This is an optimization exercise on Yosys and OpenROAD, whose aim is small area, not a production implementation. Only simulation tests tie the RTL to the original design; equivalence was not proved. Power is estimated from default activity; no workload was simulated.

<file path="design.v">
`default_nettype none
package legPkg;
	localparam int instrWidth = 32;
	localparam int regAddrWidth = 5;
	localparam int shamtWidth = 6;
	localparam logic [regAddrWidth-1:0] zeroReg = 5'd31;
	localparam logic [2:0] aluAdd = 3'd0;
	localparam logic [2:0] aluSub = 3'd1;
	localparam logic [2:0] aluAnd = 3'd2;
	localparam logic [2:0] aluOrr = 3'd3;
	localparam logic [2:0] aluEor = 3'd4;
	localparam logic [2:0] aluEnor = 3'd5;
	localparam logic [2:0] aluLsl = 3'd6;
	localparam logic [2:0] aluLsr = 3'd7;
	localparam logic [1:0] immNone = 2'd0;
	localparam logic [1:0] immI12 = 2'd1;
	localparam logic [1:0] immD9 = 2'd2;
	localparam logic [1:0] immMov = 2'd3;
	typedef struct packed {
		logic [2:0] op;
		logic [1:0] immKind;
		logic [22:0] bits;
	} decWord;
	typedef struct packed {
		logic [2:0] op;
		logic useImm;
		logic [1:0] chunk;
		logic [15:0] imm;
		logic [4:0] dest;
	} exWord;
endpackage
`default_nettype wire
`timescale 1ns/1ns
`default_nettype none
module fuHa (
	input  logic a, b,
	output logic s, c
);
	assign s = a ^ b;
	assign c = a & b;
endmodule
module fuAll8 (
	input  logic [7:0] a,
	output logic y
);
	assign y = &a;
endmodule
module fuAnd2 (
	input  logic a, b,
	output logic y
);
	assign y = a & b;
endmodule
module fetchUnit (
	input  logic [61:0] pc,
	output logic [61:0] pcNext
);
	localparam int groups = 8;
	logic [groups-1:0] allOnes;
	logic [groups:0] groupCarry;
	logic [63:0] pcExt;
	logic [63:0] nextExt;
	assign pcExt = {2'b00, pc};
	assign groupCarry[0] = 1'b1;
	for (genvar k = 0; k < groups; k++) begin : grp
		logic [8:0] c;
		if (k < groups - 1) begin : full
			fuAll8 all (.a(pcExt[8*k +: 8]), .y(allOnes[k]));
		end else begin : top
			assign allOnes[k] = 1'b0;
		end
		if (k == 0) begin : first
			assign groupCarry[1] = allOnes[0];
		end else begin : chain
			fuAnd2 ch (.a(groupCarry[k]), .b(allOnes[k]), .y(groupCarry[k + 1]));
		end
		assign c[0] = groupCarry[k];
		for (genvar i = 0; i < 8; i++) begin : b
			if (8*k + i < 62) begin : ha
				fuHa h (.a(pcExt[8*k + i]), .b(c[i]), .s(nextExt[8*k + i]), .c(c[i + 1]));
			end else begin : pad
				assign nextExt[8*k + i] = 1'b0;
				assign c[i + 1] = 1'b0;
			end
		end
	end
	assign pcNext = nextExt[61:0];
endmodule
`default_nettype wire
`timescale 1ns/1ns
`default_nettype none
import legPkg::*;
module instrDecoder (
	input  logic [31:0] instr,
	output legPkg::decWord dec,
	output logic regWrite,
	output logic isLoad,
	output logic isStore
);
	logic [10:0] op11;
	logic [9:0] op10;
	logic rValid;
	logic iValid;
	logic isMovz;
	assign op11 = instr[31:21];
	assign op10 = instr[31:22];
	always_comb begin
		rValid = 1'b1;
		dec.op = aluAdd;
		case (op11)
			11'b00101000000: dec.op = aluAdd;
			11'b00101001001: dec.op = aluSub;
			11'b00101000010: dec.op = aluAnd;
			11'b00101001000: dec.op = aluOrr;
			11'b00101000100: dec.op = aluEor;
			11'b00101000101: dec.op = aluEnor;
			11'b00101000110: dec.op = aluLsl;
			11'b00101000111: dec.op = aluLsr;
			default: rValid = 1'b0;
		endcase
		iValid = 1'b1;
		case (op10)
			10'b1000100000: dec.op = aluAdd;
			10'b1000100111: dec.op = aluSub;
			10'b1000100010: dec.op = aluAnd;
			10'b1000100110: dec.op = aluOrr;
			10'b1000100100: dec.op = aluEor;
			10'b1000100101: dec.op = aluEnor;
			default: iValid = 1'b0;
		endcase
	end
	assign isLoad = op11 == 11'b11010000000;
	assign isStore = op11 == 11'b11010000001;
	assign isMovz = instr[31:23] == 9'b110010101;
	always_comb begin
		if (iValid) dec.immKind = immI12;
		else if (isLoad || isStore) dec.immKind = immD9;
		else if (isMovz) dec.immKind = immMov;
		else dec.immKind = immNone;
	end
	assign dec.bits = instr[22:0];
	assign regWrite = (rValid | iValid | isLoad | isMovz) & (instr[4:0] != zeroReg);
endmodule
module immFormat (
	input  legPkg::decWord dec,
	output legPkg::exWord ex
);
	assign ex.op = dec.op;
	assign ex.useImm = dec.immKind != immNone;
	assign ex.chunk = (dec.immKind == immMov) ? dec.bits[22:21] : 2'd0;
	assign ex.dest = dec.bits[4:0];
	always_comb begin
		case (dec.immKind)
			immMov: ex.imm = dec.bits[20:5];
			immD9: ex.imm = 16'(dec.bits[20:12]);
			default: ex.imm = 16'(dec.bits[21:10]);
		endcase
	end
endmodule
`default_nettype wire
`timescale 1ns/1ns
`default_nettype none
module rfHold (
	input  logic we, w, nwe, q,
	output logic d
);
	assign d = (we & w) | (nwe & q);
endmodule
module rfAoi222 (
	input  logic s0, d0, s1, d1, s2, d2,
	output logic y
);
	assign y = ~((s0 & d0) | (s1 & d1) | (s2 & d2));
endmodule
module rfNand2 (
	input  logic a, b,
	output logic y
);
	assign y = ~(a & b);
endmodule
module rfNand3 (
	input  logic a, b, c,
	output logic y
);
	assign y = ~(a & b & c);
endmodule
module rfNand4 (
	input  logic a, b, c, d,
	output logic y
);
	assign y = ~(a & b & c & d);
endmodule
module rfOr3 (
	input  logic a, b, c,
	output logic y
);
	assign y = a | b | c;
endmodule
module rfReadBit (
	input  logic [30:0] sel,
	input  logic [30:0] r,
	output logic y
);
	logic [10:0] t;
	logic [2:0] u;
	for (genvar k = 0; k < 10; k++) begin : grp
		rfAoi222 aoi (
			.s0(sel[3*k]), .d0(r[3*k]),
			.s1(sel[3*k+1]), .d1(r[3*k+1]),
			.s2(sel[3*k+2]), .d2(r[3*k+2]),
			.y(t[k])
		);
	end
	rfNand2 last (.a(sel[30]), .b(r[30]), .y(t[10]));
	rfNand4 n0 (.a(t[0]), .b(t[1]), .c(t[2]), .d(t[3]), .y(u[0]));
	rfNand4 n1 (.a(t[4]), .b(t[5]), .c(t[6]), .d(t[7]), .y(u[1]));
	rfNand3 n2 (.a(t[8]), .b(t[9]), .c(t[10]), .y(u[2]));
	rfOr3 o (.a(u[0]), .b(u[1]), .c(u[2]), .y(y));
endmodule
module registerFile #(
	parameter int dataWidth = 64
) (
	input  logic [30:0] sel,
	input  logic [dataWidth*31-1:0] regs,
	output logic [dataWidth-1:0] readData
);
	for (genvar j = 0; j < dataWidth; j++) begin : bitSlice
		logic [30:0] r;
		for (genvar i = 0; i < 31; i++) begin : reg_
			assign r[i] = regs[dataWidth*i + j];
		end
		rfReadBit rb (.sel(sel), .r(r), .y(readData[j]));
	end
endmodule
`default_nettype wire
`timescale 1ns/1ns
`default_nettype none
import legPkg::*;
module euA22o (
	input  logic a1, a2, b1, b2,
	output logic y
);
	assign y = (a1 & a2) | (b1 & b2);
endmodule
module euXor (
	input  logic a, b,
	output logic y
);
	assign y = a ^ b;
endmodule
module euPg (
	input  logic a, b,
	output logic p, g
);
	assign p = a ^ b;
	assign g = a & b;
endmodule
module euNodeGp (
	input  logic gh, ph, gl, pl,
	output logic g, p
);
	assign g = gh | (ph & gl);
	assign p = ph & pl;
endmodule
module euNodeG (
	input  logic gh, ph, gl,
	output logic g
);
	assign g = gh | (ph & gl);
endmodule
module euMux (
	input  logic s, ns, a, b,
	output logic y
);
	assign y = (s | a) & (ns | b);
endmodule
module euMuxI (
	input  logic s, ns, a, b,
	output logic y
);
	assign y = ~((s | a) & (ns | b));
endmodule
module euFillT (
	input  logic s, a,
	output logic y
);
	assign y = ~(~s & a);
endmodule
module euFillI (
	input  logic s, a,
	output logic y
);
	assign y = ~(s | a);
endmodule
module euAo221 (
	input  logic a1, a2, b1, b2, c1,
	output logic y
);
	assign y = (a1 & a2) | (b1 & b2) | c1;
endmodule
module euAnd2 (
	input  logic a, b,
	output logic y
);
	assign y = a & b;
endmodule
module euOut (
	input  logic p, g, c, shR, shL,
	input  logic pEn, gEn, arith, enor, lsr, lsl,
	output logic r
);
	logic v;
	logic m;
	logic q;
	euAo221 sh (.a1(lsr), .a2(shR), .b1(lsl), .b2(shL), .c1(enor), .y(v));
	euAo221 gc (.a1(g), .a2(gEn), .b1(c), .b2(arith), .c1(v), .y(m));
	euAnd2 pq (.a(p), .b(pEn), .y(q));
	euXor x (.a(q), .b(m), .y(r));
endmodule
module executeUnit #(
	parameter int dataWidth = 64
) (
	input  logic [dataWidth-1:0] operandA,
	input  logic [dataWidth-1:0] operandB,
	input  legPkg::exWord ex,
	output logic [dataWidth-1:0] result
);
	localparam int levels = 6;
	logic sub;
	logic arith;
	logic pEn;
	logic gEn;
	logic enor;
	logic lsr;
	logic lsl;
	logic useB;
	logic [3:0] immSel;
	logic [5:0] shamt;
	logic [dataWidth-1:0] bx;
	logic [dataWidth-1:0] p;
	logic [dataWidth-1:0] g;
	logic [dataWidth:0] carry;
	assign sub = ex.op == aluSub;
	assign arith = ex.op == aluAdd || ex.op == aluSub;
	assign pEn = ex.op != aluAnd && ex.op != aluLsl && ex.op != aluLsr;
	assign gEn = ex.op == aluAnd || ex.op == aluOrr;
	assign enor = ex.op == aluEnor;
	assign lsr = ex.op == aluLsr;
	assign lsl = ex.op == aluLsl;
	assign useB = ~ex.useImm;
	assign shamt = ex.imm[5:0];
	for (genvar k = 0; k < 4; k++) begin : immChunk
		assign immSel[k] = ex.useImm && ex.chunk == k;
	end
	for (genvar i = 0; i < dataWidth; i++) begin : operand
		logic bs;
		euA22o sel (
			.a1(operandB[i]), .a2(useB), .b1(immSel[i / 16]), .b2(ex.imm[i % 16]),
			.y(bs)
		);
		euXor inv (.a(bs), .b(sub), .y(bx[i]));
		euPg pg (.a(operandA[i]), .b(bx[i]), .p(p[i]), .g(g[i]));
	end
	logic [dataWidth-1:0] gs [0:2*levels];
	logic [dataWidth-1:0] ps [0:2*levels];
	euNodeG cin (.gh(g[0]), .ph(p[0]), .gl(sub), .g(gs[0][0]));
	assign ps[0][0] = 1'b0;
	assign gs[0][dataWidth-1:1] = g[dataWidth-1:1];
	assign ps[0][dataWidth-1:1] = p[dataWidth-1:1];
	for (genvar l = 0; l < levels; l++) begin : up
		for (genvar i = 0; i < dataWidth; i++) begin : node
			if ((i + 1) % (2 << l) == 0) begin : comb
				if (i + 1 == (2 << l)) begin : toZero
					euNodeG n (
						.gh(gs[l][i]), .ph(ps[l][i]), .gl(gs[l][i - (1 << l)]),
						.g(gs[l + 1][i])
					);
					assign ps[l + 1][i] = 1'b0;
				end else begin : mid
					euNodeGp n (
						.gh(gs[l][i]), .ph(ps[l][i]),
						.gl(gs[l][i - (1 << l)]), .pl(ps[l][i - (1 << l)]),
						.g(gs[l + 1][i]), .p(ps[l + 1][i])
					);
				end
			end else begin : pass
				assign gs[l + 1][i] = gs[l][i];
				assign ps[l + 1][i] = ps[l][i];
			end
		end
	end
	for (genvar d = 0; d < levels - 1; d++) begin : down
		localparam int l = levels - 2 - d;
		for (genvar i = 0; i < dataWidth; i++) begin : node
			if ((i + 1) % (2 << l) == (1 << l) && i >= (2 << l)) begin : comb
				euNodeG n (
					.gh(gs[levels + d][i]), .ph(ps[levels + d][i]),
					.gl(gs[levels + d][i - (1 << l)]),
					.g(gs[levels + d + 1][i])
				);
				assign ps[levels + d + 1][i] = 1'b0;
			end else begin : pass
				assign gs[levels + d + 1][i] = gs[levels + d][i];
				assign ps[levels + d + 1][i] = ps[levels + d][i];
			end
		end
	end
	assign carry[0] = sub;
	assign carry[dataWidth:1] = gs[2 * levels - 1];
	localparam logic [17:0] stageBits = {3'd3, 3'd2, 3'd4, 3'd1, 3'd5, 3'd0};
	logic [dataWidth-1:0] sh [0:6];
	for (genvar i = 0; i < dataWidth; i++) begin : reverse
		euMux m (.s(lsl), .ns(~lsl), .a(operandA[i]), .b(operandA[dataWidth - 1 - i]), .y(sh[0][i]));
	end
	for (genvar k = 0; k < 6; k++) begin : stage
		localparam int bitK = stageBits[3*k +: 3];
		localparam int shiftK = 1 << bitK;
		for (genvar i = 0; i < dataWidth; i++) begin : b
			if (i + shiftK < dataWidth) begin : mux
				euMuxI m (
					.s(shamt[bitK]), .ns(~shamt[bitK]), .a(sh[k][i]), .b(sh[k][i + shiftK]),
					.y(sh[k + 1][i])
				);
			end else if (k % 2 == 1) begin : fillInv
				euFillI f (.s(shamt[bitK]), .a(sh[k][i]), .y(sh[k + 1][i]));
			end else begin : fillTrue
				euFillT f (.s(shamt[bitK]), .a(sh[k][i]), .y(sh[k + 1][i]));
			end
		end
	end
	for (genvar i = 0; i < dataWidth; i++) begin : out
		euOut o (
			.p(p[i]), .g(g[i]), .c(carry[i]),
			.shR(sh[6][i]), .shL(sh[6][dataWidth - 1 - i]),
			.pEn(pEn), .gEn(gEn), .arith(arith), .enor(enor), .lsr(lsr), .lsl(lsl),
			.r(result[i])
		);
	end
endmodule
`default_nettype wire
`timescale 1ns/1ns
`default_nettype none
import legPkg::*;
module legCpu #(
	parameter int dataWidth = 64
) (
	input  logic clk,
	input  logic reset,
	input  logic [legPkg::instrWidth-1:0] instr,
	output logic [63:0] iaddr,
	output logic [63:0] daddr,
	output logic [63:0] writeData,
	output logic memWrite,
	input  logic [63:0] readData
);
	logic [61:0] pc;
	logic [61:0] pcNext;
	legPkg::decWord fetchDec;
	logic fetchWe;
	logic fetchLd;
	logic fetchSt;
	legPkg::decWord idDec;
	logic idWe;
	logic idLd;
	logic idSt;
	logic [dataWidth-1:0] regs [0:zeroReg-1];
	logic [dataWidth*zeroReg-1:0] regsFlat;
	logic [zeroReg-1:0] valid;
	logic [zeroReg-1:0] wsel;
	logic [zeroReg-1:0] rsel;
	logic [regAddrWidth-1:0] readReg;
	logic readEnable;
	logic [dataWidth-1:0] readPort;
	logic [dataWidth-1:0] wbValue;
	logic phaseRise;
	logic phaseFall;
	logic firstHalf;
	logic [dataWidth-1:0] idA;
	legPkg::exWord idEx;
	legPkg::exWord exDec;
	logic exWe;
	logic exLd;
	logic exSt;
	logic [dataWidth-1:0] exA;
	logic [dataWidth-1:0] exB;
	logic [dataWidth-1:0] exResult;
	logic [dataWidth-1:0] memResult;
	logic [dataWidth-1:0] memStore;
	logic [4:0] memDest;
	logic memWe;
	logic memLd;
	fetchUnit fetch (
		.pc(pc),
		.pcNext(pcNext)
	);
	always_ff @(posedge clk or posedge reset) begin
		if (reset) begin
			pc <= '0;
		end else begin
			pc <= pcNext;
		end
	end
	assign iaddr = {pc, 2'b00};
	instrDecoder decoder (
		.instr(instr),
		.dec(fetchDec),
		.regWrite(fetchWe),
		.isLoad(fetchLd),
		.isStore(fetchSt)
	);
	always_ff @(posedge clk or posedge reset) begin
		if (reset) begin
			phaseRise <= 1'b0;
		end else begin
			phaseRise <= ~phaseRise;
		end
	end
	always_ff @(negedge clk or posedge reset) begin
		if (reset) begin
			phaseFall <= 1'b0;
		end else begin
			phaseFall <= phaseRise;
		end
	end
	assign firstHalf = phaseRise ^ phaseFall;
	assign wbValue = memLd ? readData : memResult;
	always_comb begin
		for (int i = 0; i < zeroReg; i++) begin
			wsel[i] = memWe && memDest == i[4:0];
		end
	end
	always_ff @(posedge clk or posedge reset) begin
		if (reset) begin
			valid <= '0;
		end else begin
			valid <= valid | wsel;
		end
	end
	for (genvar i = 0; i < zeroReg; i++) begin : row
		logic [dataWidth-1:0] d;
		for (genvar j = 0; j < dataWidth; j++) begin : col
			rfHold hold (.we(wsel[i]), .w(wbValue[j]), .nwe(~wsel[i]), .q(regs[i][j]), .d(d[j]));
		end
		always_ff @(posedge clk) begin
			regs[i] <= d;
		end
	end
	assign readReg = firstHalf ? idDec.bits[9:5] : (idSt ? idDec.bits[4:0] : idDec.bits[20:16]);
	assign readEnable = ~firstHalf | (idDec.immKind != immMov);
	always_comb begin
		for (int i = 0; i < zeroReg; i++) begin
			rsel[i] = valid[i] && readEnable && readReg == i[4:0];
			regsFlat[dataWidth*i +: dataWidth] = regs[i];
		end
	end
	registerFile #(.dataWidth(dataWidth)) regRead (
		.sel(rsel),
		.regs(regsFlat),
		.readData(readPort)
	);
	always_ff @(negedge clk or posedge reset) begin
		if (reset) begin
			idA <= '0;
		end else begin
			idA <= readPort;
		end
	end
	immFormat format (
		.dec(idDec),
		.ex(idEx)
	);
	executeUnit #(.dataWidth(dataWidth)) execute (
		.operandA(exA),
		.operandB(exB),
		.ex(exDec),
		.result(exResult)
	);
	always_ff @(posedge clk or posedge reset) begin
		if (reset) begin
			idWe <= 1'b0;
			idLd <= 1'b0;
			idSt <= 1'b0;
			exWe <= 1'b0;
			exLd <= 1'b0;
			exSt <= 1'b0;
			memWe <= 1'b0;
			memLd <= 1'b0;
			memWrite <= 1'b0;
		end else begin
			idWe <= fetchWe;
			idLd <= fetchLd;
			idSt <= fetchSt;
			exWe <= idWe;
			exLd <= idLd;
			exSt <= idSt;
			memWe <= exWe;
			memLd <= exLd;
			memWrite <= exSt;
		end
	end
	always_ff @(posedge clk) begin
		idDec <= fetchDec;
		exDec <= idEx;
		exA <= idA;
		exB <= readPort;
		memResult <= exResult;
		memStore <= exB;
		memDest <= exDec.dest;
	end
	assign daddr = memResult;
	assign writeData = memStore;
endmodule
`default_nettype wire
</file>
<file path="run.sh">
#!/bin/bash
# synth_recipe.tcl (not shown) runs the flow's synth.tcl, then flattens the netlist and writes it again
# the make line also repeats each setting of config.mk as NAME=value (left out here)
make -C /OpenROAD-flow-scripts/flow DESIGN_CONFIG=/design/flow/config.mk WORK_HOME=/design/flow/orfs CLKGATE_MAP_FILE= SYNTH_SCRIPT=/design/flow/synth_recipe.tcl finish
</file>
<file path="config.mk">
export PLATFORM = sky130hd
export DESIGN_NAME = legCpu
export DESIGN_NICKNAME = legCpu
export VERILOG_FILES = /design/flow/design.v
export SDC_FILE = /design/flow/constraint.sdc
export NUM_CORES = 4
export LEC_CHECK = 0
export CAP_MARGIN = 20
export CORE_MARGIN = 2
export CORE_UTILIZATION = 50
export CTS_CLUSTER_DIAMETER = 120
export CTS_CLUSTER_SIZE = 25
export PLACE_DENSITY = 0.6
export SLEW_MARGIN = 20
export SYNTH_HIERARCHICAL = 1
</file>
<file path="constraint.sdc">
create_clock -name core_clock -period 9.0 [get_ports {clk}]
set_input_delay 1.8000 -clock core_clock [delete_from_list [all_inputs] [get_ports {clk}]]
set_output_delay 1.8000 -clock core_clock [all_outputs]
set_load 0.01 [all_outputs]
</file>
==> qor.yml, run 1 <==
critical_path:
  worst-endpoint-required_ns: 5.07
  maximum_fanout_count_along_the_critical_path: 45
  timing.critical_path.slowest_cell_delay_ns: 0.58
  critical-path-top-delay-family: "simple AND/OR/NAND/NOR gates"
  critical_path.n_buffers_inverters: 1
  critPathSlowestCell: "mux2i_1"
  end_kind: "flop"
  crit_path_start_kind: "flop"
  cp_cell_sequence: "xnor2_4, mux2i_1, nor3_2, and3_4, buf_4, a222oi_1, nand4_1, or3_1"
  critPathArrivalTime_ns: 4.67
  worstSetupPathType: "flop to flop"
synth:
  ys.flop_type: "dfxtp_1"
  postSynthCellCount: 6957
  synth.yosys.seq_area_share_pct: 57.4
  synth.ff_latch_count: 2468
  postSynthAreaPerCell_um2: 12.6
  fraction_of_synthesized_cell_area_taken_by_the_top_area_cell_type_pct: 52.6
  yosys.area.top_type: "dfxtp_1"
  yosys-top-cells-area: "dfxtp_1 (53%), a22o_1 (20%), a222oi_1 (7.3%)"
  yosys_warnings: 18
  synth_enable_flop_cells: 0
  synth_cell_type_count: 50
  async_flop_share_pct: 6.81
  post_synth_instance_area_um2: 87600
cts:
  cts_max_path_buffers: 3
  worst_setup_hold_path_clk_slew_ns: 0.11
  clock_tree.root_cell: "clkbuf_16"
  cts_setup_buffers: 0
  cts_inserted_buffers: 109
  clock_tree.htree_level_count: 3
  postCtsHoldBufs: 0
  cts_tree: "yes"
  cts_resized: 0
  clock_latency_ns: 0.85
  clock-sinks: 2468
sta:
  worst_pin_slew_ns: 1.22
  rsz_0062_raised_after_global_routing: "false"
  final_critical_path_setup_slack_ns: 0.403
  hold_viol_final: 0
  fin_worst_hold_slack_ns: 0.338
  final.setup.tns_ns: 0
  finalClockSkew_ns: 0.115
  timing.slew.headroom_pct: 18.6
  finalMaxSlewViolations: 0
  setup_viol: 0
power_and_ir_drop:
  power_per_cell_area_nw_per_um2: 177
  power_leakage_nw: 40.0
  peak_supply_drop_v: 0.000151
cells_and_area:
  num-nets-final: 7728
  area_delta_synth_final_pct: 12.4
  drive_gt1_share_pct: 6.86
  final_cell_count_without_fillers: 9944
  design_area_um2: 98500
placed_design:
  post-place-cells: 9717
  gp_congestion: 1.07
  place_worst_setup_slack_ns: 0.677
  hpwl_mm: 252
  placed_area_um2: 95200
  io_buffer_count: 288
floorplan:
  placement_rows: 153
  fp.dieW_um: 423
  coreArea_um2: 174000
  num_io_pins: 291
  initial_utilization_pct: 50.3
  chipHeight_um: 423
  die_area_um2: 179000
global_routing:
  gr-usage-all-layers_pct: 43.4
  grt_start_max_net_pins: 73
  grt_first_pass_wirelength_mm: 558
  gr-total-overflow: 0
  via_count_of_the_first_global_routing_pass: 71547
  grt_antenna_before_repair: 35
status:
  outcome: "complete, no violations"
drt:
  remaining_drc_errors: 0
  total_via_count_after_detailed_routing: 77066
  drt-pass1-iter-count: 13
  wl_mm: 407
  detailedRoute.firstIterationViolations: 15818
  final_antenna_net_count: 0
  vias_per_cell: 7.75
  wire_per_inst_um: 40.9
hold_path:
  hold_class: "flop to flop"
flow_run:
  timing.max_cap.violations: 0
where the power goes:
| part | leakage [nW] | switching, mW | internal (mW) | total (mW) |
|---|---|---|---|---|
| logic | 17.6 | 0.285 | 0.158 | 0.443 |
| clock network | 1.52 | 3.57 | 2.38 | 5.96 |
| registers | 20.9 | 0.0431 | 11.0 | 11.0 |
metrics by stage:
step                      power, mW  utilization (%)
after floorplan                11.5                -
after detailed placement       11.7             54.7
after global routing           17.8             56.6
final                          17.4             56.6
after global placement         11.7             54.7
after CTS                      17.4             56.6
state kept, by name, indices dropped and copies added (netlist names):
| signal | cells |
|---|---|
| exA | 64 |
| exB | 64 |
| exDec | 27 |
| exLd | 1 |
| exSt | 1 |
| exWe | 1 |
| idA | 64 |
| idDec | 28 |
| idLd | 1 |
| idSt | 1 |
| idWe | 1 |
| memDest | 5 |
| memLd | 1 |
| memResult | 64 |
| memStore | 64 |
| memWe | 1 |
| memWrite | 1 |
| pc | 62 |
| phaseFall | 1 |
| phaseRise | 1 |
| regs | 1984 |
| valid | 31 |
cells in the final DEF, fill, tap and decap left out, drive strengths merged, types with 11 or more instances in the layout:
| master | n |
|---|---|
| nor3 | 13 |
| dfrtp | 103 |
| and2 | 123 |
| o22a | 64 |
| a221o | 128 |
| clkdlybuf4s50 | 288 |
| buf | 195 |
| clkbuf | 198 |
| a21o | 115 |
| and3 | 39 |
| nand2 | 101 |
| nor2 | 95 |
| dfrtn | 65 |
| a22o | 2049 |
| dfxtp | 2300 |
| inv | 49 |
| diode | 22 |
| nand2b | 40 |
| nand3 | 71 |
| a21oi | 11 |
| xor2 | 128 |
| nand4 | 142 |
| ha | 126 |
| mux2 | 74 |
| or3 | 64 |
| mux2i | 16 |
| o22ai | 322 |
| a222oi | 640 |
layer usage:
metal,share of wire (%),global-route usage [%],vias to the layer above
met1,38,57.8,38375
li1,-,-,30869
met3,14,13.2,1200
met4,7.2,27.6,20
met5,0.087,0.941,-
met2,41,60.8,6602
cells in the mapped netlist, types with 4 or more instances:
master    number
dfxtp_1     2300
a22o_1      2049
a222oi_1     640
o22ai_1      322
nand4_1      142
a221o_1      128
xor2_1       128
ha_1         126
and2_1       123
a21o_1       115
dfrtp_1      103
nand2_1      100
nor2_1        94
nand3_1       71
mux2_2        70
dfrtn_1       65
o22a_1        64
or3_1         64
inv_1         46
nand2b_1      40
and3_1        39
buf_4         33
mux2i_1       16
a21oi_1       11
nor3_2         8
buf_2          6
clkbuf_1       6
nor2b_1        6
o21ai_0        6
nor3_1         5
mux2_4         4
final cells by class:
cell class | count | area [um^2]
tap | 2325 | 2910
timing repair buffer | 484 | 4460
fill | 14484 | 75500
antenna | 22 | 55.1
sequential | 2468 | 50300
clock inverter | 7 | 80.1
clock buffer | 197 | 3120
inverter | 46 | 254
multi-input combinational | 4395 | 37300
Yosys stat by module, one instance, submodules excluded, a selection:
module	area, um^2	flops+latches	cells inside
legCpu	52100	2468	2722
immFormat	352	0	56
rfAoi222	10.0	0	1
euA22o	8.76	0	1
euMux	8.76	0	1
euNodeG	7.51	0	1
rfNand4	6.26	0	1
euAnd2	6.26	0	1
fuAnd2	6.26	0	1
euFillI	3.75	0	1
rfNand2	3.75	0	1
logic make-up after synthesis:
group / synth area share, %
AOI/OAI and AO/OA: 33.3
xor gates and xnor gates: 1.31
adders and majority gates: 1.80
buffers and inverters: 0.584
DFF: 57.4
muxes: 1.15
other: 0.00857
and+or+nand+nor: 4.48
path summary, 6_finish.rpt:
kind                            startpoint          to  slack (ns)  cells after the start
worst max-delay path             phaseRise      idA[1]        0.40                      8
min in group asynchronous            reset       memLd        1.43                      2
max in group asynchronous            reset      idA[8]        2.28                      3
worst max register to register   phaseRise      idA[1]        0.40                      8
worst min register to register    exDec[2]  memDest[2]        0.34                      0
worst min-delay path              exDec[2]  memDest[2]        0.34                      0
==> run 2: changes to the inputs <==
--- a/design.v
+++ b/design.v
@@ -523,7 +523,9 @@
 		end
 	end
 	assign firstHalf = phaseRise ^ phaseFall;
-	assign wbValue = memLd ? readData : memResult;
+	for (genvar j = 0; j < dataWidth; j++) begin : wb
+		rfHold sel (.we(memLd), .w(readData[j]), .nwe(~memLd), .q(memResult[j]), .d(wbValue[j]));
+	end
 	always_comb begin
 		for (int i = 0; i < zeroReg; i++) begin
 			wsel[i] = memWe && memDest == i[4:0];
==> flow/run.sh (new file) <==
#!/bin/bash
# Layout flow: the standard flow (standard.sh), with two changes:
# ports are buffered with the smallest buffer, and the clock tree is
# built from larger sink clusters without dummy loads.
export BUFFER_PORTS_ARGS="-buffer_cell sky130_fd_sc_hd__buf_1"
export CTS_ARGS="-sink_clustering_enable -repair_clock_nets -dont_use_dummy_load -sink_clustering_size 25 -sink_clustering_max_diameter 120"
bash standard.sh finish > standard.log 2>&1
==> standard.sh (new file) <==
#!/bin/bash
# synth_recipe.tcl (not shown) runs the flow's synth.tcl, then flattens the netlist and writes it again
# the make line also repeats each setting of config.mk as NAME=value (left out here)
make -C /OpenROAD-flow-scripts/flow DESIGN_CONFIG=/design/flow/config.mk WORK_HOME=/design/flow/orfs CLKGATE_MAP_FILE= SYNTH_SCRIPT=/design/flow/synth_recipe.tcl "${@:-finish}"
--- a/config.mk
+++ b/config.mk
@@ -8,8 +8,6 @@
 export CAP_MARGIN = 20
 export CORE_MARGIN = 2
 export CORE_UTILIZATION = 50
-export CTS_CLUSTER_DIAMETER = 120
-export CTS_CLUSTER_SIZE = 25
 export PLACE_DENSITY = 0.6
 export SLEW_MARGIN = 20
 export SYNTH_HIERARCHICAL = 1
removed: run.sh
==> run 2 against run 1 <==
Effect of this change:
- still clean
- sequential power barely moved
- synthesized area decreased by 0.21%
- die area is 0.21% lower
- synthesized cell count about the same
- worst hold slack got worse by 0.00093 ns
- first-iteration DRC count down 1.3%
- count of clock-buffer cells in the layout shrank 88
- largest cell class unchanged
==> qor.yml, run 2 <==
cells_and_area:
  num-nets-final: 7754  # +0.34%
  layout.cells.most_common: "dfxtp_1"
  area_delta_synth_final_pct: 10.0
  final_cell_count_without_fillers: 9867  # -0.77%
  drive_gt1_share_pct: 6.56  # -0.30 points
  most_used_cells_in_the_layout_excluding_fill_and_tap_cells: "dfxtp_1 (2294), a22o_1 (2092), a222oi_1 (640)"
  largest_register_ffs: 1984  # unchanged
  regMostFlops: "regs"
  layout.core_utilization_pct: 55.3  # -1.2 points
  design_area_um2: 96200  # -2.3%
critical_path:
  critPathArrivalTime_ns: 4.87  # +0.20 ns
  worst-endpoint-required_ns: 5.08  # about the same
  crit_path_start_kind: "flop"
  maximum_fanout_count_along_the_critical_path: 31  # -31%
  worstSetupPathType: "flop to flop"
  end_kind: "flop"
sta:
  setup_viol: 0  # unchanged
  hold_viol_final: 0  # unchanged
  finalClockSkew_ns: 0.118  # +0.00274 ns
  rsz_0062_raised_after_global_routing: "false"
  final.setup.tns_ns: 0  # unchanged
  finalMaxSlewViolations: 0  # unchanged
  worst_pin_slew_ns: 1.31  # +0.0906 ns
  timing.slew.headroom_pct: 11.6  # -7.0 points
  final_critical_path_setup_slack_ns: 0.211  # -0.192 ns
  fin_worst_hold_slack_ns: 0.337  # -0.000930 ns
synth:
  synth.yosys.seq_area_share_pct: 57.5  # +0.12 points
  synth_common_cells: "dfxtp_1 (2300), a22o_1 (2113), a222oi_1 (640)"
  async_flop_share_pct: 6.81  # unchanged
  ys.flop_type: "dfxtp_1"
  yosys.area.top_type: "dfxtp_1"
  synth_enable_flop_cells: 0  # unchanged
  yosys-top-cells-area: "dfxtp_1 (53%), a22o_1 (21%), a222oi_1 (7.3%)"
  fraction_of_synthesized_cell_area_taken_by_the_top_area_cell_type_pct: 52.7  # +0.11 points
  synth.ff_latch_count: 2468  # unchanged
  yosysMostFrequentCell: "dfxtp_1"
  post_synth_instance_area_um2: 87400  # -0.21%
  postSynthCellCount: 6951  # -0.086%
  yosys_warnings: 18  # unchanged
  postSynthAreaPerCell_um2: 12.6  # -0.13%
  synth_cell_type_count: 51  # +2.0%
cts:
  cts_tree: "yes"
  worst_setup_hold_path_clk_slew_ns: 0.11  # about the same
  cts_resized: 0  # unchanged
  cts_setup_buffers: 0  # unchanged
  cts_inserted_buffers: 109  # unchanged
  postCtsHoldBufs: 0  # unchanged
  clock-sinks: 2468  # unchanged
  clock_tree.htree_level_count: 3  # unchanged
  cts_max_path_buffers: 3  # unchanged
  clock_latency_ns: 0.83  # -0.02 ns
  clock_tree.root_cell: "clkbuf_16"
drt:
  wl_mm: 396  # -2.7%
  vias_per_cell: 7.74  # -0.19%
  final_antenna_net_count: 0  # unchanged
  detailedRoute.firstIterationViolations: 15611  # -1.3%
  wire_per_inst_um: 40.1  # -1.9%
  remaining_drc_errors: 0  # unchanged
  drt-pass1-iter-count: 10  # -3
  total_via_count_after_detailed_routing: 76325  # -0.96%
floorplan:
  initial_utilization_pct: 50.3  # -0.053 points
  coreArea_um2: 174000  # -0.11%
  die_area_um2: 178000  # -0.21%
  fp.dieW_um: 422  # -0.11%
  chipHeight_um: 422  # -0.11%
  placement_rows: 153  # unchanged
  num_io_pins: 291  # unchanged
placed_design:
  gp_congestion: 1.09  # +1.2%
  place_worst_setup_slack_ns: 0.443  # -0.234 ns
  io_buffer_count: 288  # unchanged
  placed_area_um2: 93400  # -1.9%
  post-place-cells: 9743  # +0.27%
  hpwl_mm: 251  # -0.36%
power_and_ir_drop:
  power_per_cell_area_nw_per_um2: 177  # about the same
  combPwrFrac_pct: 2.4  # about the same
  peak_supply_drop_v: 0.000151  # +0.25%
  power.share.sequential_pct: 64.6  # +1.4 points
  power_switching_share_pct: 22.2  # -0.25 points
  power_report.internal_total_mw: 13.2  # -2.0%
  pwr-share-clk_pct: 32.9  # -1.3 points
  switchingPower_mw: 3.77  # -3.4%
  finalPower_mw: 17.0  # -2.3%
  power_leakage_nw: 39.1  # -2.1%
flow_run:
  timing.max_cap.violations: 0  # unchanged
global_routing:
  use_met2_pct: 59.7  # -1.2 points
  global_route.peak_usage_layer: "met2"
  met3_usage_pct: 12.9  # -0.27 points
  gr-usage-all-layers_pct: 42.2  # -1.1 points
  gr-usage-met1_pct: 57.8  # about the same
  via_count_of_the_first_global_routing_pass: 70619  # -1.3%
  grt_antenna_before_repair: 48  # +37%
  grt_first_pass_wirelength_mm: 547  # -2.0%
  grt_start_max_net_pins: 70  # -4.1%
  gr-total-overflow: 0  # unchanged
status:
  outcome: "complete, no violations"
hold_path:
  hold_class: "flop to flop"
run 2: final timing paths:
kind,from,endpoint,slack [ns],cells after the start
worst max register to register,phaseRise,idA[45],0.21,8
min in group asynchronous,reset,valid[16],1.18,3
worst max-delay path,phaseRise,idA[45],0.21,8
worst min register to register,exDec[0],memDest[0],0.34,0
worst min-delay path,exDec[0],memDest[0],0.34,0
max in group asynchronous,reset,idA[30],2.62,3
run 2: worst max-delay path, cell delays in order, from the launching register on:
cell and delay, ns:
dfrtp_1 0.46, xnor2_4 0.41, mux2i_1 0.55, nor3_2 0.13, and3_4 0.46, buf_4 0.34, a222oi_1 1.08, nand4_1 0.14
or3_1 0.44
run 2: logic make-up (layout without fill, tap and decap cells):
logic type / count (synthesis) / count (layout) / synth area share [%]
buffers and inverters: 89 / 665 / 0.554
other: 2 / 17 / 0.00859
xor gates and xnor gates: 129 / 129 / 1.31
DFF: 2468 / 2468 / 57.5
and+or+nand+nor: 708 / 708 / 4.49
muxes: 26 / 26 / 0.329
adders and majority gates: 126 / 126 / 1.80
AOI/OAI and AO/OA: 3403 / 3403 / 34.0
run 2: per-module statistics from Yosys (local to each module, per instance), a selection:
module	times used	flops+latches	area (um^2)
euNodeG	63	0	7.51
rfHold	2048	0	8.76
euMuxI	321	0	6.26
rfNand2	64	0	3.75
euFillI	56	0	3.75
fetchUnit	1	0	3.75
instrDecoder	1	0	437
rfOr3	64	0	6.26
fuAnd2	6	0	6.26
run 2: final cells by class:
| type | count | area (um^2) |
|---|---|---|
| diodes | 14 | 35.0 |
| fillers | 14866 | 77600 |
| flip-flops and latches | 2468 | 50300 |
| repair buffers | 509 | 2810 |
| multi-input cells | 4395 | 37200 |
| clock buffers | 109 | 2730 |
| inverters | 47 | 260 |
| well taps | 2325 | 2910 |
run 2: layer usage:
layer | share of wire, % | up-vias | wire length [um]
met5 | 0.064 | - | 253
met3 | 13 | 1070 | 52500
li1 | - | 30863 | -
met2 | 41 | 6035 | 162000
met4 | 6.0 | 26 | 23800
met1 | 40 | 38331 | 157000
run 2: power by group through the flow:
stage               Clock, mW  Combinational, mW  Sequential, mW
floorplan                   0              0.204            11.3
global placement            0              0.399            11.2
global route             5.98              0.430            11.0
detailed placement          0              0.397            11.2
CTS                      5.61              0.398            11.0
finish                   5.60              0.413            11.0
==> run 3: changes to the inputs <==
==> flow/run.sh (replaced) <==
#!/bin/bash
# Layout flow: the standard flow (standard.sh), with two changes:
# ports are buffered with the smallest buffer, and the clock tree is
# built from larger sink clusters without dummy loads.
export BUFFER_PORTS_ARGS="-buffer_cell sky130_fd_sc_hd__buf_1"
export CTS_ARGS="-sink_clustering_enable -repair_clock_nets -dont_use_dummy_load -sink_clustering_size 30 -sink_clustering_max_diameter 100"
bash standard.sh finish > standard.log 2>&1
--- a/config.mk
+++ b/config.mk
@@ -7,7 +7,7 @@
 export LEC_CHECK = 0
 export CAP_MARGIN = 20
 export CORE_MARGIN = 2
-export CORE_UTILIZATION = 50
-export PLACE_DENSITY = 0.6
+export CORE_UTILIZATION = 70
+export PLACE_DENSITY = 0.78
 export SLEW_MARGIN = 20
 export SYNTH_HIERARCHICAL = 1
==> run 3 against run 2 <==
Effect of this change:
- core utilization grew 21 points
- critical path depth is the same
- global-route usage grew 16 points
- power shrank 2.7%
- flip-flop and latch count is the same
- synthesized area is the same
- still clean
- die area shrank 28%
- sequential power is essentially flat
- non-clock buffer count shrank 54
- cell count shrank 7.6%
- design area shrank 1.6%
==> qor.yml, run 3 <==
status:
  outcome: "complete, no violations"
cts:
  worst_setup_hold_path_clk_slew_ns: 0.11  # about the same
  cts_tree: "yes"
  cts_resized: 0  # unchanged
  postCtsHoldBufs: 0  # unchanged
  cts_inserted_buffers: 92  # -16%
  clock_tree.root_cell: "clkbuf_16"
  clock-sinks: 2468  # unchanged
  clock_tree.htree_level_count: 3  # unchanged
  cts_setup_buffers: 0  # unchanged
  clock_latency_ns: 0.80  # -0.03 ns
  cts_max_path_buffers: 3  # unchanged
drt:
  wl_mm: 390  # -1.6%
  detailedRoute.firstIterationViolations: 21944  # +41%
  remaining_drc_errors: 0  # unchanged
  wire_per_inst_um: 42.7  # +6.5%
  drt-pass1-iter-count: 12  # +2
  final_antenna_net_count: 0  # unchanged
  vias_per_cell: 9.00  # +16%
  total_via_count_after_detailed_routing: 82045  # +7.5%
power_and_ir_drop:
  power_per_cell_area_nw_per_um2: 175  # -1.2%
  peak_supply_drop_v: 0.000250  # +66%
  power_leakage_nw: 38.7  # -1.2%
sta:
  hold_viol_final: 0  # unchanged
  setup_viol: 0  # unchanged
  rsz_0062_raised_after_global_routing: "false"
  worst_pin_slew_ns: 1.32  # +0.00763 ns
  final.setup.tns_ns: 0  # unchanged
  finalClockSkew_ns: 0.105  # -0.0126 ns
  timing.slew.headroom_pct: 12.0  # +0.42 points
  finalMaxSlewViolations: 0  # unchanged
cells_and_area:
  num-nets-final: 7683  # -0.92%
  most_used_cells_in_the_layout_excluding_fill_and_tap_cells: "dfxtp_1 (2294), a22o_1 (2066), a222oi_1 (640)"
  regMostFlops: "regs"
  layout.cells.most_common: "dfxtp_1"
  drive_gt1_share_pct: 6.01  # -0.55 points
  layout.core_utilization_pct: 76.5  # +21 points
  largest_register_ffs: 1984  # unchanged
  area_delta_synth_final_pct: 8.28
critical_path:
  critPathSlowestCell: "and3_4"
  timing.critical_path.slowest_cell_delay_ns: 0.56  # -0.52 ns
  critical_path.n_buffers_inverters: 1  # unchanged
  crit_path_start_kind: "flop"
  cp_cell_sequence: "xnor2_4, mux2i_1, nor2_1, and3_4, buf_4, a222oi_1, nand4_1, or3_1"
  maximum_fanout_count_along_the_critical_path: 47  # +52%
  worst-endpoint-required_ns: 5.02  # -0.06 ns
  worstSetupPathType: "flop to flop"
  critical-path-top-delay-family: "simple AND/OR/NAND/NOR gates"
  end_kind: "flop"
  critPathArrivalTime_ns: 4.53  # -0.34 ns
  crit-reg2reg-launch: "phaseRise"
  cp-startpoint: "phaseRise"
synth:
  yosys_warnings: 18  # unchanged
  yosys.area.top_type: "dfxtp_1"
  post_synth_instance_area_um2: 87400  # unchanged
  postSynthCellCount: 6951  # unchanged
  yosysMostFrequentCell: "dfxtp_1"
  postSynthAreaPerCell_um2: 12.6  # unchanged
  synth_cell_type_count: 51  # unchanged
  synth.ff_latch_count: 2468  # unchanged
  async_flop_share_pct: 6.81  # unchanged
  fraction_of_synthesized_cell_area_taken_by_the_top_area_cell_type_pct: 52.7  # unchanged
  yosys-top-cells-area: "dfxtp_1 (53%), a22o_1 (21%), a222oi_1 (7.3%)"
  synth.yosys.seq_area_share_pct: 57.5  # unchanged
  synth_enable_flop_cells: 0  # unchanged
  ys.flop_type: "dfxtp_1"
  synth_common_cells: "dfxtp_1 (2300), a22o_1 (2113), a222oi_1 (640)"
placed_design:
  gp_congestion: 1.13  # +4.0%
  hpwl_mm: 231  # -8.1%
  io_buffer_count: 288  # unchanged
floorplan:
  placement_rows: 129  # -16%
  die_area_um2: 128000  # -28%
  initial_utilization_pct: 70.6  # +20 points
  fp.dieW_um: 357  # -15%
  chipHeight_um: 357  # -15%
  coreArea_um2: 124000  # -29%
  num_io_pins: 291  # unchanged
global_routing:
  via_count_of_the_first_global_routing_pass: 77313  # +9.5%
  grt_first_pass_wirelength_mm: 540  # -1.2%
  gr-total-overflow: 0  # unchanged
  gr-usage-all-layers_pct: 58.3  # +16 points
  grt_start_max_net_pins: 77  # +10%
  grt_antenna_before_repair: 42  # -13%
flow_run:
  timing.max_cap.violations: 0  # unchanged
hold_path:
  hold_path.startpoint: "idDec[25]"
  hold_class: "flop to flop"
==> run 3: cell counts after synthesis <==
No cell type changed its count.
==> run 3: final timing paths <==
path / to / depth (start not counted) / slack, ns
worst min-delay path: exDec[24] / 0 / 0.35
worst max register to register: idA[49] / 8 / 0.49
max in group asynchronous: idA[26] / 3 / 2.79
worst min register to register: exDec[24] / 0 / 0.35
min in group asynchronous: valid[29] / 3 / 1.22
worst max-delay path: idA[49] / 8 / 0.49
==> run 3: layer usage <==
| layer | share of wire [%] | GRT usage (%) | vias up | wire length (um) |
|---|---|---|---|---|
| met5 | 0.18 | 1.33 | - | 700 |
| met4 | 11 | 47.5 | 53 | 42200 |
| met3 | 19 | 31.9 | 2892 | 74900 |
| met2 | 37 | 75.7 | 9789 | 146000 |
| met1 | 32 | 70.1 | 38559 | 126000 |
| li1 | - | - | 30752 | - |
==> run 3: cell type report <==
cell class,count,area (um^2)
Sequential cell,2468,50300
Multi-Input combinational cell,4395,37200
Fill cell,7858,29100
Timing Repair Buffer,455,2500
Clock buffer,92,2300
Tap cell,1637,2050
Inverter,47,262
Antenna cell,26,65.1
==> run 3: cell families (layout without fill, tap and decap cells) <==
family | Yosys count | after routing | synth area share (%)
mux | 26 | 26 | 0.329
flops | 2468 | 2468 | 57.5
compound gates | 3403 | 3403 | 34.0
other cells | 2 | 29 | 0.00859
buf+inv | 89 | 594 | 0.554
simple gates | 708 | 708 | 4.49
xor+xnor | 129 | 129 | 1.31
fa+ha+maj | 126 | 126 | 1.80
==> run 3: worst reg2reg max path, cell delays in order (launching register included) <==
cell and delay, ns:
dfrtp_1 0.47, xnor2_4 0.41, mux2i_1 0.48, nor2_1 0.16, and3_4 0.56, buf_4 0.51, a222oi_1 0.46, nand4_1 0.25
or3_1 0.47
==> run 3: power by group <==
part | internal [mW] | switching [mW]
Clock | 1.85 | 3.28
Combinational | 0.113 | 0.293
Sequential | 11.0 | 0.0395
Total | 12.9 | 3.61
==> run 3: modules after synthesis, one instance, submodules excluded, excerpt <==
module	flops+latches	cells inside
euA22o	0	1
fuAnd2	0	1
fetchUnit	0	1
immFormat	0	56
fuHa	0	1
euNodeG	0	1
rfAoi222	0	1
euAo221	0	1
rfNand3	0	1
euXor	0	1
rfHold	0	1
euMuxI	0	1
instrDecoder	0	60
euMux	0	1
rfNand4	0	1
rfNand2	0	1
==> run 3: per-stage QoR <==
stage / setup slack (ns) / cell area, um^2 / total power [mW] / hold WS (ns) / instances
after floorplan: 0.677 / 87400 / 11.5 / 0.310 / 6952
after global placement: 0.958 / 92200 / 11.6 / 0.315 / 9000
after detailed placement: 0.899 / 92200 / 11.6 / 0.312 / 9000
after CTS: 0.791 / 94500 / 16.4 / 0.345 / 9092
after global routing: 0.583 / 94600 / 16.8 / 0.351 / 9097
final: 0.490 / 94700 / 16.5 / 0.346 / 9120
==> run 4: changes to the inputs <==
--- a/config.mk
+++ b/config.mk
@@ -7,7 +7,7 @@
 export LEC_CHECK = 0
 export CAP_MARGIN = 20
 export CORE_MARGIN = 2
-export CORE_UTILIZATION = 70
-export PLACE_DENSITY = 0.78
+export CORE_UTILIZATION = 62
+export PLACE_DENSITY = 0.7
 export SLEW_MARGIN = 20
 export SYNTH_HIERARCHICAL = 1
==> run 4 against run 3 <==
Effect of this change:
- sequential power hardly changed
- clock power hardly changed
- largest cell class unchanged
- worst hold slack worse by 0.0040 ns
- flip-flop and latch count stayed put
- power hardly changed
- synthesized cell count stayed put
- non-clock buffer count is 18 higher
- first-iteration DRC count is 18% lower
- critical endpoint is now idA[26]
- design area is 0.47% higher
- largest power group unchanged
- critical path depth stayed put
- via count is 4.3% lower
- still clean on timing, DRC and antenna
- clock skew is 0.0096 ns higher
==> qor.yml, run 4 <==
status:
  outcome: "complete, no violations"
global_routing:
  grt_first_pass_wirelength_mm: 532  # -1.5%
  gr-total-overflow: 0  # unchanged
  grt_start_max_net_pins: 91  # +18%
  via_count_of_the_first_global_routing_pass: 74099  # -4.2%
  gr-usage-all-layers_pct: 50.2  # -8.1 points
  grt_antenna_before_repair: 43  # +2.4%
drt:
  wl_met2_mm: 151  # +3.2%
  wl_mm: 382  # -2.1%
  routed.top_layer: "met5"
  routed-wl-met3_mm: 66.2  # -12%
  detailedRoute.firstIterationViolations: 17927  # -18%
  wire_per_inst_um: 40.7  # -4.7%
  vias_per_cell: 8.38  # -6.8%
  met1Wirelength_mm: 135  # +6.7%
  drt-pass1-iter-count: 14  # +2
  remaining_drc_errors: 0  # unchanged
  total_via_count_after_detailed_routing: 78533  # -4.3%
  final_antenna_net_count: 0  # unchanged
cts:
  clock_latency_ns: 0.78  # -0.02 ns
  postCtsHoldBufs: 0  # unchanged
  clock_tree.root_cell: "clkbuf_16"
  cts_max_path_buffers: 3  # unchanged
  worst_setup_hold_path_clk_slew_ns: 0.11  # about the same
  cts_inserted_buffers: 93  # +1.1%
  cts_setup_buffers: 0  # unchanged
  clock_tree.htree_level_count: 3  # unchanged
  cts_tree: "yes"
  cts_resized: 0  # unchanged
  clock-sinks: 2468  # unchanged
synth:
  synth_common_cells: "dfxtp_1 (2300), a22o_1 (2113), a222oi_1 (640)"
  synth.yosys.seq_area_share_pct: 57.5  # unchanged
  post_synth_instance_area_um2: 87400  # unchanged
  yosys.area.top_type: "dfxtp_1"
  fraction_of_synthesized_cell_area_taken_by_the_top_area_cell_type_pct: 52.7  # unchanged
  synth.ff_latch_count: 2468  # unchanged
  postSynthAreaPerCell_um2: 12.6  # unchanged
  yosys_warnings: 18  # unchanged
  synth_cell_type_count: 51  # unchanged
  postSynthCellCount: 6951  # unchanged
  ys.flop_type: "dfxtp_1"
  yosys-top-cells-area: "dfxtp_1 (53%), a22o_1 (21%), a222oi_1 (7.3%)"
  yosysMostFrequentCell: "dfxtp_1"
  async_flop_share_pct: 6.81  # unchanged
  synth_enable_flop_cells: 0  # unchanged
placed_design:
  hpwl_mm: 235  # +2.0%
  gp_congestion: 1.11  # -2.0%
  place_worst_setup_slack_ns: 0.891  # -0.00718 ns
  io_buffer_count: 288  # unchanged
sta:
  fin_worst_hold_slack_ns: 0.342  # -0.00401 ns
  final.setup.tns_ns: 0  # unchanged
  setup_viol: 0  # unchanged
  worst_pin_slew_ns: 1.35  # +0.0269 ns
  final_critical_path_setup_slack_ns: 0.644  # +0.154 ns
  finalClockSkew_ns: 0.115  # +0.00961 ns
  finalMaxSlewViolations: 0  # unchanged
  hold_viol_final: 0  # unchanged
  rsz_0062_raised_after_global_routing: "false"
  timing.slew.headroom_pct: 10.3  # -1.8 points
cells_and_area:
  drive_gt1_share_pct: 6.26  # +0.25 points
  area_delta_synth_final_pct: 8.78
  num-nets-final: 7702  # +0.25%
  layout.core_utilization_pct: 68.1  # -8.4 points
  most_used_cells_in_the_layout_excluding_fill_and_tap_cells: "dfxtp_1 (2294), a22o_1 (2067), a222oi_1 (640)"
  regMostFlops: "regs"
  layout.cells.most_common: "dfxtp_1"
  largest_register_ffs: 1984  # unchanged
floorplan:
  placement_rows: 137  # +6.2%
  num_io_pins: 291  # unchanged
  initial_utilization_pct: 62.6  # -8.0 points
  chipHeight_um: 380  # +6.2%
  coreArea_um2: 140000  # +13%
  die_area_um2: 144000  # +13%
  fp.dieW_um: 380  # +6.2%
critical_path:
  worstSetupPathType: "flop to flop"
  timing.critical_path.slowest_cell_delay_ns: 0.57  # about the same
  critical-path-top-delay-family: "simple AND/OR/NAND/NOR gates"
  maximum_fanout_count_along_the_critical_path: 44  # -6.4%
  crit_path_start_kind: "flop"
  critical_path.n_buffers_inverters: 1  # unchanged
  worst-endpoint-required_ns: 5.02  # about the same
  critPathSlowestCell: "mux2i_1"
  cp_cell_sequence: "xnor2_4, mux2i_1, nor3_2, and3_4, buf_4, a222oi_1, nand4_1, or3_1"
  end_kind: "flop"
  critPathArrivalTime_ns: 4.38  # -0.15 ns
hold_path:
  hold_class: "flop to flop"
power_and_ir_drop:
  power_per_cell_area_nw_per_um2: 174  # -0.38%
  peak_supply_drop_v: 0.000185  # -26%
  power_leakage_nw: 38.8  # +0.27%
flow_run:
  timing.max_cap.violations: 0  # unchanged
## run 4: cell counts after synthesis
Identical to the previous run, type by type.
## run 4: layer usage
| layer | vias up | GRT usage (%) |
|---|---|---|
| met5 | - | 0.0661 |
| met4 | 34 | 33.1 |
| met3 | 1768 | 22.3 |
| met2 | 7839 | 68.4 |
| met1 | 38124 | 64.0 |
| li1 | 30768 | - |
## run 4: kinds of logic after synthesis
group           count (synthesis)  share of synthesized area, %
fa+ha+maj                     126                          1.80
simple gates                  708                          4.49
mux                            26                         0.329
other cells                     2                       0.00859
compound gates               3403                          34.0
buf+inv                        89                         0.554
flops                        2468                          57.5
xor+xnor                      129                          1.31
## run 4: where the power goes
| group | internal [mW] | total (mW) | switching (mW) |
|---|---|---|---|
| registers | 11.0 | 11.0 | 0.0380 |
| logic | 0.112 | 0.403 | 0.291 |
| clock network | 1.87 | 5.15 | 3.28 |
## run 4: Yosys stat by module, one instance, submodules excluded, a selection
module	flops+latches	cells inside	area [um^2]
euFillI	0	1	3.75
euFillT	0	1	6.26
rfOr3	0	1	6.26
euAo221	0	1	10.0
fetchUnit	0	1	3.75
fuHa	0	1	12.5
euAnd2	0	1	6.26
rfNand4	0	1	6.26
euNodeG	0	1	7.51
euA22o	0	1	8.76
## run 4: cell type report
type | count | area, um^2
multi-input combinational | 4395 | 37200
inverter | 47 | 259
clock buffer | 93 | 2330
tap | 1876 | 2350
timing repair buffer | 473 | 2640
sequential | 2468 | 50300
antenna | 19 | 47.5
fill | 10378 | 44600
## run 4: stage by stage
step | cells | power (mW) | cell area, um^2
2_1_floorplan | 6952 | 11.5 | 87400
3_3_place_gp | 9259 | 11.6 | 92700
3_5_place_dp | 9259 | 11.6 | 92700
4_1_cts | 9352 | 16.5 | 95000
5_1_grt | 9354 | 16.9 | 95100
6_report | 9371 | 16.6 | 95100
## run 4: final timing paths
check                      cells past startpoint  startpoint  slack, ns    endpoint
max                                            8   phaseRise       0.64     idA[26]
min                                            0    exDec[3]       0.34  memDest[3]
max reg2reg                                    8   phaseRise       0.64     idA[26]
min reg2reg                                    0    exDec[3]       0.34  memDest[3]
max in group asynchronous                      3       reset       2.64     idA[59]
min in group asynchronous                      3       reset       1.32        idWe
==> run 5: changes to the inputs <==
--- a/design.v
+++ b/design.v
@@ -547,7 +547,7 @@
 			regs[i] <= d;
 		end
 	end
-	assign readReg = firstHalf ? idDec.bits[9:5] : (idSt ? idDec.bits[4:0] : idDec.bits[20:16]);
+	assign readReg = firstHalf ? idDec.bits[9:5] : ((idDec.immKind == immD9) ? idDec.bits[4:0] : idDec.bits[20:16]);
 	assign readEnable = ~firstHalf | (idDec.immKind != immMov);
 	always_comb begin
 		for (int i = 0; i < zeroReg; i++) begin
--- a/config.mk
+++ b/config.mk
@@ -7,7 +7,7 @@
 export LEC_CHECK = 0
 export CAP_MARGIN = 20
 export CORE_MARGIN = 2
-export CORE_UTILIZATION = 62
-export PLACE_DENSITY = 0.7
+export CORE_UTILIZATION = 66
+export PLACE_DENSITY = 0.74
 export SLEW_MARGIN = 20
 export SYNTH_HIERARCHICAL = 1
==> run 5 against run 4 <==
Effect of this change:
- register-to-register slack got worse by 0.15 ns
- synthesized cell count rose by 0.49%
- flip-flop and latch count did not move
- first-iteration DRC count rose by 4.9%
- non-clock buffer count fell by 14
- sequential share of layout area fell by 0.13 points
- synthesized area rose by 0.23%
- cell count fell by 1.1%
- clock power fell by 0.8%
- setup slack got worse by 0.15 ns
- design area rose by 0.24%
- largest cell class unchanged
==> qor.yml, run 5 <==
status:
  outcome: "complete, no violations"
placed_design:
  hpwl_mm: 224  # -4.6%
  gp_congestion: 1.14  # +3.1%
  post-place-cells: 9151  # -1.2%
  io_buffer_count: 288  # unchanged
  place_worst_setup_slack_ns: 0.775  # -0.116 ns
floorplan:
  initial_utilization_pct: 66.6  # +4.0 points
  coreArea_um2: 132000  # -5.8%
  chipHeight_um: 368  # -2.9%
  num_io_pins: 291  # unchanged
  die_area_um2: 136000  # -5.8%
  placement_rows: 133  # -2.9%
  fp.dieW_um: 368  # -2.9%
synth:
  ys.flop_type: "dfxtp_1"
  postSynthAreaPerCell_um2: 12.5  # -0.26%
  fraction_of_synthesized_cell_area_taken_by_the_top_area_cell_type_pct: 52.5  # -0.12 points
  synth.ff_latch_count: 2468  # unchanged
  yosysMostFrequentCell: "dfxtp_1"
  synth_common_cells: "dfxtp_1 (2300), a22o_1 (2113), a222oi_1 (640)"
  yosys.area.top_type: "dfxtp_1"
  yosys-top-cells-area: "dfxtp_1 (53%), a22o_1 (21%), a222oi_1 (7.3%)"
  post_synth_instance_area_um2: 87600  # +0.23%
  synth_enable_flop_cells: 0  # unchanged
  yosys_warnings: 18  # unchanged
  postSynthCellCount: 6985  # +0.49%
  synth.yosys.seq_area_share_pct: 57.3  # -0.13 points
  async_flop_share_pct: 6.81  # unchanged
  synth_cell_type_count: 61  # +20%
global_routing:
  via_count_of_the_first_global_routing_pass: 74920  # +1.1%
  gr-total-overflow: 0  # unchanged
  grt_antenna_before_repair: 39  # -9.3%
  gr-usage-all-layers_pct: 53.1  # +2.8 points
  grt_first_pass_wirelength_mm: 529  # -0.64%
  met3_usage_pct: 24.8  # +2.5 points
  use_met2_pct: 71.5  # +3.1 points
  gr-usage-met1_pct: 65.4  # +1.4 points
  global_route.peak_usage_layer: "met2"
  grt_start_max_net_pins: 73  # -20%
sta:
  finalMaxSlewViolations: 0  # unchanged
  rsz_0062_raised_after_global_routing: "false"
  worst_pin_slew_ns: 1.34  # -0.00525 ns
  finalClockSkew_ns: 0.108  # -0.00648 ns
  setup_viol: 0  # unchanged
  timing.slew.headroom_pct: 10.6  # +0.35 points
  final_critical_path_setup_slack_ns: 0.496  # -0.148 ns
  final.setup.tns_ns: 0  # unchanged
  hold_viol_final: 0  # unchanged
cells_and_area:
  regMostFlops: "regs"
  area_delta_synth_final_pct: 8.80  # about the same
  num-nets-final: 7717  # +0.19%
  layout.cells.most_common: "dfxtp_1"
  final_cell_count_without_fillers: 9264  # -1.1%
  most_used_cells_in_the_layout_excluding_fill_and_tap_cells: "dfxtp_1 (2294), a22o_1 (2074), a222oi_1 (640)"
  largest_register_ffs: 1984  # unchanged
  drive_gt1_share_pct: 5.86  # -0.40 points
cts:
  cts_tree: "yes"
  postCtsHoldBufs: 0  # unchanged
  clock-sinks: 2468  # unchanged
  clock_tree.root_cell: "clkbuf_16"
  cts_max_path_buffers: 3  # unchanged
  cts_inserted_buffers: 92  # -1.1%
  worst_setup_hold_path_clk_slew_ns: 0.11  # about the same
  cts_resized: 0  # unchanged
  clock_latency_ns: 0.78  # about the same
  clock_tree.htree_level_count: 3  # unchanged
  cts_setup_buffers: 0  # unchanged
drt:
  total_via_count_after_detailed_routing: 79936  # +1.8%
  final_antenna_net_count: 0  # unchanged
  wl_mm: 379  # -0.82%
  remaining_drc_errors: 0  # unchanged
  drt-pass1-iter-count: 14  # unchanged
  wire_per_inst_um: 40.9  # +0.33%
  detailedRoute.firstIterationViolations: 18810  # +4.9%
  vias_per_cell: 8.63  # +3.0%
hold_path:
  worstHoldPathCells: 0  # unchanged
  timing.hold.worst_endpoint: "exDec[26]"
  hold_path.startpoint: "idDec[27]"
  hold_class: "flop to flop"
critical_path:
  cp_cell_sequence: "xor2_2, o211ai_1, o21ai_4, nor4b_4, buf_12, a222oi_1, nand4_1, or3_1"
  worstSetupPathType: "flop to flop"
  crit_path_start_kind: "flop"
  worst-endpoint-required_ns: 5.03  # about the same
  maximum_fanout_count_along_the_critical_path: 64  # +45%
  r2r_slack_ns: 0.50  # -0.15 ns
  critPathSlowestCell: "xor2_2"
  timing.critical_path.slowest_cell_delay_ns: 0.76  # +0.19 ns
  critPathArrivalTime_ns: 4.53  # +0.15 ns
  cp-startpoint: "phaseRise"
  worst-r2r-cell-count: 8  # unchanged
  end_kind: "flop"
  crit-reg2reg-launch: "phaseRise"
  timing.rr.end: "idA[44]"
power_and_ir_drop:
  power_per_cell_area_nw_per_um2: 173  # -0.48%
  power_leakage_nw: 38.7  # about the same
  peak_supply_drop_v: 0.000168  # -9.3%
flow_run:
  timing.max_cap.violations: 0  # unchanged
-- run 5: cell types whose count changed after synthesis, moves of 5 or more --
cell     change
and3_1      -16
nor4b_1     +16
nor3_2       -7
a31oi_1      +5
inv_1        +5
nor2_1       -5
-- run 5: worst max-delay path, delay by kind of cell (launching register included) --
kind,cells,cell delay (ns)
simple gates,3,0.84
buf+inv,1,0.24
flops,1,0.43
xor+xnor,1,0.76
compound gates,3,1.22
-- run 5: how the worst max path moves through the flow --
| stage | to | slack, ns | cells after the start |
|---|---|---|---|
| final | idA[44] | 0.50 | 8 |
| after global routing | idA[62] | 0.40 | 7 |
| after CTS | idA[62] | 0.68 | 8 |
| after detailed placement | idA[62] | 0.78 | 8 |
| after global placement | idA[44] | 0.83 | 8 |
| after floorplan | exB[0] | 0.02 | 8 |
-- run 5: per-stage QoR --
step | hold slack, ns | utilization, % | area (um^2) | total power, mW
final | 0.339 | 72.4 | 95300 | 16.5
after detailed placement | 0.315 | 70.6 | 92900 | 11.6
after global placement | 0.315 | 70.5 | 92800 | 11.6
after global routing | 0.348 | 72.4 | 95300 | 16.8
after CTS | 0.341 | 72.3 | 95200 | 16.4
after floorplan | 0.310 | - | 87800 | 11.5
-- run 5: modules after synthesis (local to each module, per instance), excerpt --
module | area [um^2] | times used | cells | flops+latches
euXor | 8.76 | 128 | 1 | 0
euFillI | 3.75 | 56 | 1 | 0
euAnd2 | 6.26 | 64 | 1 | 0
instrDecoder | 437 | 1 | 60 | 0
immFormat | 352 | 1 | 56 | 0
rfAoi222 | 10.0 | 640 | 1 | 0
rfNand2 | 3.75 | 64 | 1 | 0
euPg | 12.5 | 64 | 1 | 0
fuHa | 12.5 | 62 | 1 | 0
euA22o | 8.76 | 64 | 1 | 0
euMux | 8.76 | 64 | 1 | 0
-- run 5: layout make-up --
class | instances | area (um^2)
inverter | 52 | 280
antenna | 18 | 45.0
timing repair buffer | 459 | 2710
sequential | 2468 | 50300
multi-input combinational | 4420 | 37500
tap | 1755 | 2200
clock buffer | 92 | 2300
fill | 9250 | 36300
-- run 5: kinds of logic (layout without fill, tap and decap cells) --
kind of cell / after synthesis / count (layout) / share of synthesized area (%)
DFF: 2468 / 2468 / 57.3
xor gates and xnor gates: 129 / 129 / 1.30
and+or+nand+nor: 717 / 717 / 4.59
buffers and inverters: 98 / 603 / 0.613
AOI/OAI and AO/OA: 3429 / 3429 / 34.2
muxes: 16 / 16 / 0.187
other: 2 / 21 / 0.00857
adders and majority gates: 126 / 126 / 1.80
-- run 5: power by group --
group	internal [mW]	switching (mW)	total, mW	leakage [nW]
Combinational	0.116	0.287	0.403	16.7
Clock	1.85	3.26	5.11	1.13
Sequential	11.0	0.0411	11.0	20.9
Total	12.9	3.59	16.5	38.7
-- run 5: routing by layer --
metal | vias up | part of all wire (%)
met4 | 56 | 9.5
met3 | 2228 | 18
met1 | 38336 | 34
li1 | 30869 | -
met5 | - | 0.12
met2 | 8447 | 39
